From an optimization exercise on the open Yosys and OpenROAD flow, aimed at small area and a short achievable clock period; shortcuts taken in it are not production practice.
RTL that was checked went through simulation tests only; none was proved equivalent to the original.
Power figures rest on the tool's default switching activity, not on a simulated workload.

## fpalu_top
module fpalu_top (
	input  logic                 clk,
	input  logic                 rst,
	input  logic                 in_valid,
	input  fpalu_pkg::fpalu_op_t op,
	input  logic                 a_sgn,
	input  fpalu_pkg::exp_t      a_exp,
	input  fpalu_pkg::man_t      a_man,
	input  logic                 b_sgn,
	input  fpalu_pkg::exp_t      b_exp,
	input  fpalu_pkg::man_t      b_man,
	output logic                 out_valid,
	output logic                 y_sgn,
	output fpalu_pkg::exp_t      y_exp,
	output fpalu_pkg::man_t      y_man
);
	logic        a_lt_b, lt, mul;
	logic [5:0]  dab, dba;
	logic        nz_a, nz_b;
	logic [10:0] sb;
	logic [5:0]  one, two, neg;
	logic [3:0]  lb;
	exp_lt u_lt (
		.a (a_exp),
		.b (b_exp),
		.lt(a_lt_b)
	);
	always_comb begin
		mul = (op == fpalu_pkg::OP_MUL);
		lt = a_lt_b & ~mul;
		dab = a_exp - b_exp;
		dba = b_exp - a_exp;
		nz_a = (a_exp[4:0] != '0);
		nz_b = (b_exp[4:0] != '0);
		sb = {nz_b, b_man[9:0]};
	end
	booth_enc u_enc (
		.y  (sb),
		.one(one),
		.two(two),
		.neg(neg)
	);
	lzc11 u_lzb (
		.w(sb),
		.n(lb)
	);
	logic        v1, mul1, sl1, sr1;
	logic [5:0]  el1, d1;
	logic [21:0] ml1, mr1;
	always_ff @(posedge clk) begin
		v1 <= in_valid & ~rst;
		mul1 <= mul;
		sl1 <= lt ? b_sgn : a_sgn;
		sr1 <= lt ? a_sgn : b_sgn;
		el1 <= lt ? b_exp : a_exp;
		if (mul) begin
			ml1 <= {10'b0, nz_b, nz_a, a_man[9:0]};
			mr1 <= {lb, neg, two, one};
			d1 <= 6'({1'b0, a_exp[4:0]} + {1'b0, b_exp[4:0]} + 6'd3);
		end else begin
			ml1 <= lt ? b_man : a_man;
			mr1 <= lt ? a_man : b_man;
			d1 <= a_lt_b ? dba : dab;
		end
	end
	logic [21:0] rsh;
	logic        lz, sub;
	logic [22:0] prod_s, prod_c;
	logic [3:0]  la;
	logic        pz, nz_r;
	logic [5:0]  pexp;
	logic [4:0]  pzc;
	operand_align u_align (
		.man(mr1),
		.d  (d1),
		.sh (rsh)
	);
	booth_mul u_mul (
		.m    (ml1[10:0]),
		.one  (mr1[5:0]),
		.two  (mr1[11:6]),
		.neg  (mr1[17:12]),
		.row_s(prod_s),
		.row_c(prod_c)
	);
	lzc11 u_lza (
		.w(ml1[10:0]),
		.n(la)
	);
	always_comb begin
		lz = (ml1 == '0);
		sub = sl1 ^ sr1;
		nz_r = ml1[11];
  ...
==> flow/config.mk <==
export PLATFORM = sky130hd
export DESIGN_NAME = fpalu_top
export DESIGN_NICKNAME = fpalu_top
export VERILOG_FILES = /design/flow/design.v
export SDC_FILE = /design/flow/constraint.sdc
export NUM_CORES = 4
export LEC_CHECK = 0
export CAP_MARGIN = 20
export CORE_MARGIN = 2
export CORE_UTILIZATION = 40
export SETUP_SLACK_MARGIN = 2.5
export SLEW_MARGIN = 20
==> flow/constraint.sdc <==
create_clock -name core_clock -period 5.5 [get_ports {clk}]
set_input_delay 1.1000 -clock core_clock [delete_from_list [all_inputs] [get_ports {clk}]]
set_output_delay 1.1000 -clock core_clock [all_outputs]
set_load 0.01 [all_outputs]
standard.sh (not shown) runs the stock make flow with config.mk's settings and CLKGATE_MAP_FILE= SYNTH_SCRIPT=/design/flow/synth_recipe.tcl, a recipe that flattens the netlist after the stock synthesis.
==> flow/flow/run.sh <==
#!/bin/bash
# Standard layout with the extra ORFS settings below
set -euo pipefail
cd "$(dirname "$0")/.."
bash standard.sh synth > synth.log 2>&1
bash standard.sh "BUFFER_PORTS_ARGS=-buffer_cell sky130_fd_sc_hd__buf_2" MATCH_CELL_FOOTPRINT=0 finish > layout.log 2>&1
==> next run, changes <==
SETUP_SLACK_MARGIN = 2.8   (was 2.5)
Clock skew drops by 0.0059 ns.
Via count climbs by 5.6%.
Final cell count climbs by 3.9%.
Function was not checked in any run of this note: the RTL went through the layout flow alone.

---

== job 6907 ==
fpalu_top, a different RTL version from the one above (not shown whole).
Size: ~1400 cells after synthesis, ~92 I/O pins, roughly 13000 sq um of cells after synthesis.
==> flow/config.mk <==
export PLATFORM = sky130hd
export DESIGN_NAME = fpalu_top
export DESIGN_NICKNAME = fpalu_top
export VERILOG_FILES = /design/flow/design.v
export SDC_FILE = /design/flow/constraint.sdc
export NUM_CORES = 4
export LEC_CHECK = 0
export CAP_MARGIN = 20
export CORE_MARGIN = 2
export CORE_UTILIZATION = 40
export SETUP_SLACK_MARGIN = 2.7
export SLEW_MARGIN = 20
export TNS_END_PERCENT = 5
==> flow/constraint.sdc <==
create_clock -name core_clock -period 5.5 [get_ports {clk}]
set_input_delay 1.1000 -clock core_clock [delete_from_list [all_inputs] [get_ports {clk}]]
set_output_delay 1.1000 -clock core_clock [all_outputs]
set_load 0.01 [all_outputs]
==> flow/flow/run.sh <==
#!/bin/bash
# Standard layout, with the port buffers made from plain buffers instead of
# the delay cells buffer_ports picks by default.
set -euo pipefail
cd "$(dirname "$0")/.."
bash standard.sh synth > synth.log 2>&1
bash standard.sh "BUFFER_PORTS_ARGS=-buffer_cell sky130_fd_sc_hd__buf_1" finish > layout.log 2>&1
The following lists how job 1370 was set up differently from job 6907:
diff --git a/flow/config.mk b/flow/config.mk
--- a/flow/config.mk
+++ b/flow/config.mk
@@ -10,4 +10,4 @@
 export CORE_UTILIZATION = 40
+export PLACE_DENSITY = 0.7
 export SETUP_SLACK_MARGIN = 2.7
 export SLEW_MARGIN = 20
-export TNS_END_PERCENT = 5
[summary]
From job 6907 to job 1370 the numbers moved as follows: share of power burned in the clock network rose 0.3 points, cell leakage power rose by 2.3%. Multi-input combinational cell area across job 6907 and job 1370: no real change. Class of the most critical setup path: in -> reg -> job 6907, reg -> reg -> job 1370.
No run of this note included a check of the RTL's function; only the layout flow was run.

---

## run A
Another version of the RTL of fpalu_top (not shown whole).
Size in the first run: about 1,900 cells after synthesis, roughly 200 flip-flops, about 92 I/O pins, about 14,000 µm² of cells after synthesis.
==> flow/config.mk <==
export PLATFORM = sky130hd
export DESIGN_NAME = fpalu_top
export DESIGN_NICKNAME = fpalu_top
export VERILOG_FILES = /design/flow/design.v
export SDC_FILE = /design/flow/constraint.sdc
export NUM_CORES = 4
export LEC_CHECK = 0
export ABC_AREA = 1
export CAP_MARGIN = 20
export CORE_MARGIN = 2
export CORE_UTILIZATION = 40
export SETUP_SLACK_MARGIN = 2.8
export SLEW_MARGIN = 20
==> flow/constraint.sdc <==
create_clock -name core_clock -period 5.5 [get_ports {clk}]
set_input_delay 1.1000 -clock core_clock [delete_from_list [all_inputs] [get_ports {clk}]]
set_output_delay 1.1000 -clock core_clock [all_outputs]
set_load 0.01 [all_outputs]
run.sh (not shown) runs the stock make flow with config.mk's settings and CLKGATE_MAP_FILE= SYNTH_SCRIPT=/design/flow/synth_recipe.tcl, a recipe that flattens the netlist after the stock synthesis.
Stock flow here: none of the scripts above is used.
No stage failed in run A, and the final checks on the layout all came back clean.
What run B does differently from run A at the input level:
# run A
export LEC_CHECK = 0
export ABC_AREA = 1
export CAP_MARGIN = 20
export CORE_MARGIN = 2
export CORE_UTILIZATION = 40
export SETUP_SLACK_MARGIN = 2.8
export SLEW_MARGIN = 20
create_clock -name core_clock -period 5.5 [get_ports {clk}]
# run B
export LEC_CHECK = 0
export CAP_MARGIN = 20
export CORE_MARGIN = 2
export CORE_UTILIZATION = 40
export SETUP_SLACK_MARGIN = 2.5
export SLEW_MARGIN = 20
create_clock -name core_clock -period 5.5 [get_ports {clk}]
==> flow/flow/run.sh (new file) <==
#!/bin/bash
# Standard layout, with the port buffers made from plain buffers instead of
# the delay cells buffer_ports picks by default.
set -euo pipefail
cd "$(dirname "$0")/.."
bash standard.sh synth > synth.log 2>&1
bash standard.sh "BUFFER_PORTS_ARGS=-buffer_cell sky130_fd_sc_hd__buf_2" finish > layout.log 2>&1
==> flow/standard.sh (new file) <==
#!/bin/bash
# synth_recipe.tcl (not shown) runs the flow's synth.tcl, then flattens the netlist and writes it again
# the make line also repeats each setting of config.mk as NAME=value (left out here)
make -C /OpenROAD-flow-scripts/flow DESIGN_CONFIG=/design/flow/config.mk WORK_HOME=/design/flow/orfs CLKGATE_MAP_FILE= SYNTH_SCRIPT=/design/flow/synth_recipe.tcl "${@:-finish}"
removed: flow/run.sh
==> summary.txt <==
Run B closes out successfully: all stages finished, all timing, DRC and antenna checks passed.
Taking run A as the reference point, the reported sequential group power of run B rises by about 3%.
The met3 track demand over resource in global routing in run B was lower than what run A gave.
Relative to run A, the design area of run B is lower by about 10%.
Input changes introduced in run C (baseline for comparison: run B):
==> flow/flow/run.sh <==
#!/bin/bash
# Standard layout with the extra ORFS settings below
set -euo pipefail
cd "$(dirname "$0")/.."
bash standard.sh synth > synth.log 2>&1
bash standard.sh "BUFFER_PORTS_ARGS=-buffer_cell sky130_fd_sc_hd__buf_2" "CTS_ARGS=-sink_clustering_enable -repair_clock_nets -dont_use_dummy_load -buf_list {sky130_fd_sc_hd__clkbuf_4 sky130_fd_sc_hd__clkbuf_8}" finish > layout.log 2>&1
### Flow results
Power: run C < run B. Run C leaves less setup margin than run B. Run C vs run B: final area down by a few percent. When the final numbers for run B and run C were put side by side, the area fraction of clock buffers and clock inverters turned out to be greater in run B. Delta (run C minus run B): worst hold slack fell 17 ps, clock period minus worst slack rose 62 ps, minimum setup slack among reg-to-reg paths rose 20 ps.
The following lists how run D was set up differently from run C:
# run C
export LEC_CHECK = 0
export CAP_MARGIN = 20
export CORE_MARGIN = 2
export CORE_UTILIZATION = 40
export SETUP_SLACK_MARGIN = 2.5
export SLEW_MARGIN = 20
create_clock -name core_clock -period 5.5 [get_ports {clk}]
# run D
export LEC_CHECK = 0
export CAP_MARGIN = 20
export CORE_MARGIN = 2
export CORE_UTILIZATION = 60
export SETUP_SLACK_MARGIN = 2.5
export SLEW_MARGIN = 20
create_clock -name core_clock -period 5.5 [get_ports {clk}]
==> flow/flow/run.sh <==
#!/bin/bash
# Standard layout with the extra ORFS settings below
set -euo pipefail
cd "$(dirname "$0")/.."
bash standard.sh synth > synth.log 2>&1
bash standard.sh "BUFFER_PORTS_ARGS=-buffer_cell sky130_fd_sc_hd__buf_1" finish > layout.log 2>&1
### Flow results
Compared run D vs run C, and non-clock buffer area fraction after layout is down in run D. Going from run C to run D, post-place instance area went down by 280 µm²; final design utilization went up by 23 points; cell area went up by about 1.1%; fraction of area in clock buffers and inverters went up by 2.7 points. The number of DRC markers in iteration 0 of run D was inferior to that of run C. The setup slack of run D is larger than that of run C. Run D: all stages complete, timing, DRC and antenna checks passed. Run D vs run C — switching power total rose about 8%. Comparing run D and run C, the lower delay of the slowest cell on the worst path is on run C.
Input-level comparison between run E and run D:
# run D
export LEC_CHECK = 0
export CAP_MARGIN = 20
export CORE_MARGIN = 2
export CORE_UTILIZATION = 60
export SETUP_SLACK_MARGIN = 2.5
export SLEW_MARGIN = 20
create_clock -name core_clock -period 5.5 [get_ports {clk}]
# run E
export LEC_CHECK = 0
export CAP_MARGIN = 20
export CORE_MARGIN = 2
export CORE_UTILIZATION = 40
export SETUP_SLACK_MARGIN = 3.0
export SLEW_MARGIN = 20
create_clock -name core_clock -period 5.5 [get_ports {clk}]
==> flow/flow/run.sh <==
#!/bin/bash
# Standard layout, with the port buffers made from plain buffers instead of
# the delay cells buffer_ports picks by default.
set -euo pipefail
cd "$(dirname "$0")/.."
bash standard.sh synth > synth.log 2>&1
bash standard.sh "BUFFER_PORTS_ARGS=-buffer_cell sky130_fd_sc_hd__buf_2" finish > layout.log 2>&1
--- outcome ---
- Post-cts repair resize count grows by more than 100% when moving from run D to run E.
- Changes observed in run E relative to run D: layout filler cell count now larger, combinational group share of total power now larger, proportion of cell area spent on the clock network now smaller, register fraction of the total cell area now smaller, post-placement cell area now larger.
- Run E has final worst-path setup slack above what run D had.
- Via count (run E vs. run D) increases by a little under 10%
#### Input delta (run F over run E)
# run E
export LEC_CHECK = 0
export CAP_MARGIN = 20
export CORE_MARGIN = 2
export CORE_UTILIZATION = 40
export SETUP_SLACK_MARGIN = 3.0
export SLEW_MARGIN = 20
create_clock -name core_clock -period 5.5 [get_ports {clk}]
# run F
export LEC_CHECK = 0
export CAP_MARGIN = 20
export CORE_MARGIN = 2
export CORE_UTILIZATION = 40
export SETUP_SLACK_MARGIN = 3.2
export SLEW_MARGIN = 20
create_clock -name core_clock -period 5.5 [get_ports {clk}]
==> flow/run.sh (new file) <==
#!/bin/bash
# synth_recipe.tcl (not shown) runs the flow's synth.tcl, then flattens the netlist and writes it again
# the make line also repeats each setting of config.mk as NAME=value (left out here)
make -C /OpenROAD-flow-scripts/flow DESIGN_CONFIG=/design/flow/config.mk WORK_HOME=/design/flow/orfs CLKGATE_MAP_FILE= SYNTH_SCRIPT=/design/flow/synth_recipe.tcl finish
removed: flow/flow/run.sh
removed: flow/standard.sh
[summary]
Setup slack in run F is smaller than in run E.
Relative to run E, run F degrades cell area after layout.
Relative to run E, the total power density per cell area measured on run F has increased by a few percent.

---

## v6
fpalu_top, a different RTL version from the one above (not shown whole).
For scale: ~190 flip-flops, about 92 I/O pins, roughly 13000 µm² of cells after synthesis.
==> flow/design.v (excerpt) <==
module fpalu_top (
	input  logic                 clk,
	input  logic                 rst,
	input  logic                 in_valid,
	input  fpalu_pkg::fpalu_op_t op,
	input  logic                 a_sgn,
	input  fpalu_pkg::exp_t      a_exp,
	input  fpalu_pkg::man_t      a_man,
	input  logic                 b_sgn,
	input  fpalu_pkg::exp_t      b_exp,
	input  fpalu_pkg::man_t      b_man,
	output logic                 out_valid,
	output logic                 y_sgn,
	output fpalu_pkg::exp_t      y_exp,
	output fpalu_pkg::man_t      y_man
);
make LEC_CHECK=0 CAP_MARGIN=20 CORE_MARGIN=2 CORE_UTILIZATION=40 SLEW_MARGIN=20 finish   # period 5.5 ns
Stock flow here: none of the scripts above is used.
In summary, v6 completed successfully, with a layout that passed the timing, design-rule and antenna checks.
Edits applied to the flow inputs when going from v6 to v7:
-- flow/config.mk --
<<< v6, line 10
export CORE_UTILIZATION = 40
export SLEW_MARGIN = 20
>>> v7, line 10
export CORE_UTILIZATION = 40
export SETUP_SLACK_MARGIN = 2.5
export SLEW_MARGIN = 20
==> summary.txt <==
Min data arrival time of the worst path across v7 and v6: v7. Non-clock buffering overhead in the final layout: v7 > v6. The lower vias per cell came out of v7.
No run of this note included a check of the RTL's function; only the layout flow was run.

---

== rev 12 ==
fpalu_top, a different RTL version from the one above (not shown whole).
Size: roughly 1400 cells after synthesis, roughly 180 flip-flops, roughly 92 I/O pins, about 13000 um2 of cells after synthesis.
==> flow/design.v (excerpt) <==
module fpalu_top (
	input  logic                 clk,
	input  logic                 rst,
	input  logic                 in_valid,
	input  fpalu_pkg::fpalu_op_t op,
	input  logic                 a_sgn,
	input  fpalu_pkg::exp_t      a_exp,
	input  fpalu_pkg::man_t      a_man,
	input  logic                 b_sgn,
	input  fpalu_pkg::exp_t      b_exp,
	input  fpalu_pkg::man_t      b_man,
	output logic                 out_valid,
	output logic                 y_sgn,
	output fpalu_pkg::exp_t      y_exp,
	output fpalu_pkg::man_t      y_man
);
export LEC_CHECK = 0
export CAP_MARGIN = 20
export CORE_MARGIN = 2
export CORE_UTILIZATION = 40
export SETUP_SLACK_MARGIN = 2.9
export SLEW_MARGIN = 20
create_clock -name core_clock -period 5.5 [get_ports {clk}]
standard.sh (not shown) runs the stock make flow with config.mk's settings and CLKGATE_MAP_FILE= SYNTH_SCRIPT=/design/flow/synth_recipe.tcl, a recipe that flattens the netlist after the stock synthesis.
==> flow/flow/run.sh <==
#!/bin/bash
# Standard layout, with the port buffers made from plain buffers instead of
# the delay cells buffer_ports picks by default.
set -euo pipefail
cd "$(dirname "$0")/.."
bash standard.sh synth > synth.log 2>&1
bash standard.sh "BUFFER_PORTS_ARGS=-buffer_cell sky130_fd_sc_hd__buf_2" finish > layout.log 2>&1
Input-level comparison between rev 13 and rev 12:
- a change of SETUP_SLACK_MARGIN from 2.9 to 2.7
==> comparison <==
Rev 13 vs rev 12, clock tree buffer count of the final layout went down by 1.
Looking at met1 layer wirelength in the final routing, rev 13 sits 610 um below rev 12.
Rev 13 has total design power below what rev 12 had.
Compared with rev 12, in rev 13 measured slew at the worst slew-check pin saw a decrease; number of violations reported at the end of detailed-routing iteration 0 dropped 39; post-route clock period utilization went up 0.48 points.

==> what the ideal ports hide <==
Ports are ideal in the flow. The routed layouts listed here were re-timed in OpenROAD. Step 1: set_driving_cell puts a clkbuf_16 on clk and a buf_2 on each other input, an assumption about the parent block. Step 2, shift: input delay + t, output delay - t, t = (earliest + latest rising clock arrival at the registers) / 2. This alone moves slack from input paths to output paths. Three values: ideal ports, drivers, drivers and shift; two values: the first two.
| run | shift t [ns] | setup WS [ns] | hold slack, ns | latest minus earliest clock arrival (ns) |
|---|---|---|---|---|
| the first run of note 1 | 0.495 | 2.521 / 2.521 / 2.139 | 0.329 / 0.329 / 0.329 | 0.018 / 0.019 |
| the second run of note 1 | 0.493 | 2.606 / 2.602 / 2.109 | 0.329 / 0.329 / 0.329 | 0.012 / 0.012 |
| job 6907 | 0.487 | 2.660 / 2.680 / 2.195 | 0.332 / 0.332 / 0.332 | 0.011 / 0.010 |
| job 1370 | 0.482 | 2.699 / 2.699 / 2.251 | 0.325 / 0.325 / 0.325 | 0.014 / 0.014 |
| run A | 0.487 | 2.478 / 2.478 / 2.405 | 0.329 / 0.329 / 0.329 | 0.018 / 0.018 |
| run B | 0.499 | 2.555 / 2.568 / 2.069 | 0.320 / 0.320 / 0.320 | 0.020 / 0.020 |
| run C | 0.520 | 2.493 / 2.520 / 2.000 | 0.303 / 0.303 / 0.303 | 0.043 / 0.043 |
| run D | 0.498 | 2.535 / 2.535 / 2.085 | 0.332 / 0.332 / 0.332 | 0.016 / 0.017 |
| run E | 0.510 | 2.681 / 2.687 / 2.177 | 0.323 / 0.323 / 0.323 | 0.012 / 0.012 |
| run F | 0.502 | 2.672 / 2.676 / 2.173 | 0.320 / 0.320 / 0.320 | 0.017 / 0.017 |
| v6 | 0.484 | 1.590 / 1.614 / 1.130 | 0.330 / 0.330 / 0.330 | 0.012 / 0.011 |
| v7 | 0.475 | 2.080 / 2.080 / 1.997 | 0.328 / 0.328 / 0.328 | 0.017 / 0.017 |
| rev 12 | 0.496 | 2.761 / 2.761 / 2.276 | 0.317 / 0.317 / 0.317 | 0.019 / 0.019 |
| rev 13 | 0.488 | 2.735 / 2.734 / 2.245 | 0.322 / 0.322 / 0.322 | 0.012 / 0.011 |
After both steps every run listed still meets setup and hold. The setup slack of run E, which loses most, moves by +0.006 ns with the drivers and by -0.504 ns with both steps.
